Context: an optimization exercise on an open-source flow, tuned for small area. The choices shown serve that exercise and are no tape-out recipe. Only simulation tests tie the RTL to the original design; equivalence was not proved. No activity file was given, so power comes from the tool's default toggle rates.

## pcie_cq_desc_parser
module pcie_cq_desc_parser #(
   parameter int AXIS_DATA_WIDTH  = 512,
   parameter int AXIS_TUSER_WIDTH = 229
) (
   input  logic                        clk,
   input  logic                        rst,
   input  logic [AXIS_DATA_WIDTH-1:0]   s_axis_tdata,
   input  logic [AXIS_DATA_WIDTH/8-1:0] s_axis_tkeep,
   input  logic                        s_axis_tvalid,
   output logic                        s_axis_tready,
   input  logic                        s_axis_tlast,
   input  logic [AXIS_TUSER_WIDTH-1:0] s_axis_tuser,
   output logic [AXIS_DATA_WIDTH-1:0]   m_axis_tdata,
   output logic [AXIS_DATA_WIDTH/8-1:0] m_axis_tkeep,
   output logic                        m_axis_tvalid,
   input  logic                        m_axis_tready,
   output logic                        m_axis_tlast,
   output logic [AXIS_TUSER_WIDTH-1:0] m_axis_tuser,
   output logic                        desc_valid,
   input  logic                        desc_ready,
   output logic [63:0]                 desc_addr,
   output logic [1:0]                  desc_at,
   output logic [10:0]                 desc_dwc,
   output logic [3:0]                  desc_type,
   output logic [15:0]                 desc_req_id,
   output logic [7:0]                  desc_tag,
   output logic [7:0]                  desc_func,
   output logic [2:0]                  desc_bar_id,
   output logic [5:0]                  desc_bar_aperture,
   output logic [15:0]                 pkt_cnt,
   output logic [7:0]                  len_err_cnt,
   output logic                        len_err
);
Settings: LEC_CHECK=0, CAP_MARGIN=20, CORE_AREA=5 5 895 110, CTS_BUF_LIST=sky130_fd_sc_hd__clkbuf_16, CTS_CLUSTER_DIAMETER=100, CTS_CLUSTER_SIZE=28, DIE_AREA=0 0 900 115, SLEW_MARGIN=20; clock period 4.0 ns.
standard.sh (not shown) runs the stock make flow with config.mk's settings and CLKGATE_MAP_FILE= SYNTH_SCRIPT=/design/flow/synth_recipe.tcl, a recipe that flattens the netlist after the stock synthesis.
==> flow/flow/run.sh <==
#!/bin/bash
# Standard ORFS layout, except that the port buffers use the smallest plain buffer cell.
set -euo pipefail
export BUFFER_PORTS_ARGS="-buffer_cell sky130_fd_sc_hd__buf_1"
bash standard.sh finish > standard_make.log 2>&1
The baseline produced a clean layout.
Then changed:
==> flow/run.sh (new file) <==
#!/bin/bash
# synth_recipe.tcl (not shown) runs the flow's synth.tcl, then flattens the netlist and writes it again
# the make line also repeats each setting of config.mk as NAME=value (left out here)
make -C /OpenROAD-flow-scripts/flow DESIGN_CONFIG=/design/flow/config.mk WORK_HOME=/design/flow/orfs CLKGATE_MAP_FILE= SYNTH_SCRIPT=/design/flow/synth_recipe.tcl finish
CORE_AREA = 5 5 355 355   (was 5 5 895 110)
CTS_BUF_LIST = default   (was sky130_fd_sc_hd__clkbuf_16)
CTS_CLUSTER_DIAMETER = default   (was 100)
CTS_CLUSTER_SIZE = default   (was 28)
DIE_AREA = 0 0 360 360   (was 0 0 900 115)
removed: flow/flow/run.sh
removed: flow/standard.sh
Now the flow stopped in 3_2_place_iop.
Synthesized area stays the same.
Synthesized cell count is unchanged.
Then changed:
==> flow/flow/run.sh (new file) <==
#!/bin/bash
# Standard ORFS layout, except that the port buffers use the smallest plain buffer cell.
set -euo pipefail
export BUFFER_PORTS_ARGS="-buffer_cell sky130_fd_sc_hd__buf_1"
bash standard.sh finish > standard_make.log 2>&1
==> flow/standard.sh (new file) <==
#!/bin/bash
# synth_recipe.tcl (not shown) runs the flow's synth.tcl, then flattens the netlist and writes it again
# the make line also repeats each setting of config.mk as NAME=value (left out here)
make -C /OpenROAD-flow-scripts/flow DESIGN_CONFIG=/design/flow/config.mk WORK_HOME=/design/flow/orfs CLKGATE_MAP_FILE= SYNTH_SCRIPT=/design/flow/synth_recipe.tcl "${@:-finish}"
CORE_AREA = 5 5 895 110   (was 5 5 355 355)
DIE_AREA = 0 0 900 115   (was 0 0 360 360)
removed: flow/run.sh
Now the flow ran to the end with no violations.
Synthesized cell count does not change.
Synthesized area is unchanged.

========
Starting RTL as in the previous note.
==> flow/config.mk <==
export PLATFORM = sky130hd
export DESIGN_NAME = pcie_cq_desc_parser
export DESIGN_NICKNAME = pcie_cq_desc_parser
export VERILOG_FILES = /design/flow/design.v
export SDC_FILE = /design/flow/constraint.sdc
export NUM_CORES = 4
export LEC_CHECK = 0
export CAP_MARGIN = 20
export CORE_AREA = 5 5 895 165
export DIE_AREA = 0 0 900 170
export SLEW_MARGIN = 20
==> flow/constraint.sdc <==
create_clock -name core_clock -period 4.0 [get_ports {clk}]
set_input_delay 0.8000 -clock core_clock [delete_from_list [all_inputs] [get_ports {clk}]]
set_output_delay 0.8000 -clock core_clock [all_outputs]
set_load 0.01 [all_outputs]
run.sh (not shown) runs the stock make flow with config.mk's settings and CLKGATE_MAP_FILE= SYNTH_SCRIPT=/design/flow/synth_recipe.tcl, a recipe that flattens the netlist after the stock synthesis.
Stock flow here: none of the scripts above is used.
==> next run, changes <==
==> flow/flow/run.sh (new file) <==
#!/bin/bash
# Standard ORFS layout, except that the port buffers use the smallest plain buffer cell.
set -euo pipefail
export BUFFER_PORTS_ARGS="-buffer_cell sky130_fd_sc_hd__buf_1"
bash standard.sh finish > standard_make.log 2>&1
==> flow/standard.sh (new file) <==
#!/bin/bash
# synth_recipe.tcl (not shown) runs the flow's synth.tcl, then flattens the netlist and writes it again
# the make line also repeats each setting of config.mk as NAME=value (left out here)
make -C /OpenROAD-flow-scripts/flow DESIGN_CONFIG=/design/flow/config.mk WORK_HOME=/design/flow/orfs CLKGATE_MAP_FILE= SYNTH_SCRIPT=/design/flow/synth_recipe.tcl "${@:-finish}"
CORE_AREA = 5 5 895 110   (was 5 5 895 165)
CTS_BUF_LIST = sky130_fd_sc_hd__clkbuf_16   (was default)
CTS_CLUSTER_DIAMETER = 100   (was default)
CTS_CLUSTER_SIZE = 24   (was default)
DIE_AREA = 0 0 900 115   (was 0 0 900 170)
removed: flow/run.sh
Result: The new run ran to the end with no violations; final area came out lower by 17%; maximum frequency came out higher by 40%; setup slack gains 1.1 ns; hold slack loses 0.29 ns; total power came out lower by 19%; clock skew came out lower by 0.017 ns; synthesized cell count does not change; area after synthesis stays the same; routed wire length came out lower by 50%; final cell count came out lower by 11%; core utilization came out higher by 15 points.
==> next run, changes <==
CORE_AREA = 5 5 895 95   (was 5 5 895 110)
DIE_AREA = 0 0 900 100   (was 0 0 900 115)
Outcome: Core utilization went up by 13 points. Critical path depth is unchanged. Worst setup slack loses 0.052 ns. Clock power went up slightly. Count of clock-buffer cells in the layout went up by 2.

==> what the ideal ports hide <==
How much do the figures lean on ideal ports? The routed layouts below were timed once more, with nothing changed but the port constraints. Step 1 assumes that a clkbuf_16 drives the clock port and a buf_2 every other input. Step 2 adds t to the input delays and takes it off the output delays; t is the mean of the earliest and latest rising clock arrival at the registers after step 1. Input paths then give back, and output paths get back, about the clock's delay inside the block. a / b / c = ideal ports / drivers / drivers and shift; a / b = the first two.
run | t, ns | setup WS [ns] | worst hold slack (ns)
the first run of note 1 | 0.758 | 1.247 / 1.141 / 1.355 | 0.172 / 0.086 / 0.478
the third run of note 1 | 0.786 | 1.270 / 1.164 / 1.343 | 0.138 / 0.054 / 0.474
the first run of note 2 | 0.804 | 0.212 / 0.015 / 0.015 | 0.447 / 0.424 / 0.476
the second run of note 2 | 0.762 | 1.290 / 1.185 / 1.375 | 0.162 / 0.078 / 0.477
the third run of note 2 | 0.765 | 1.238 / 1.133 / 1.371 | 0.188 / 0.108 / 0.479
After both steps setup and hold are still met in every run listed. The setup slack of the first run of note 2, which loses most, moves by -0.197 ns with the drivers and by -0.197 ns with both steps.
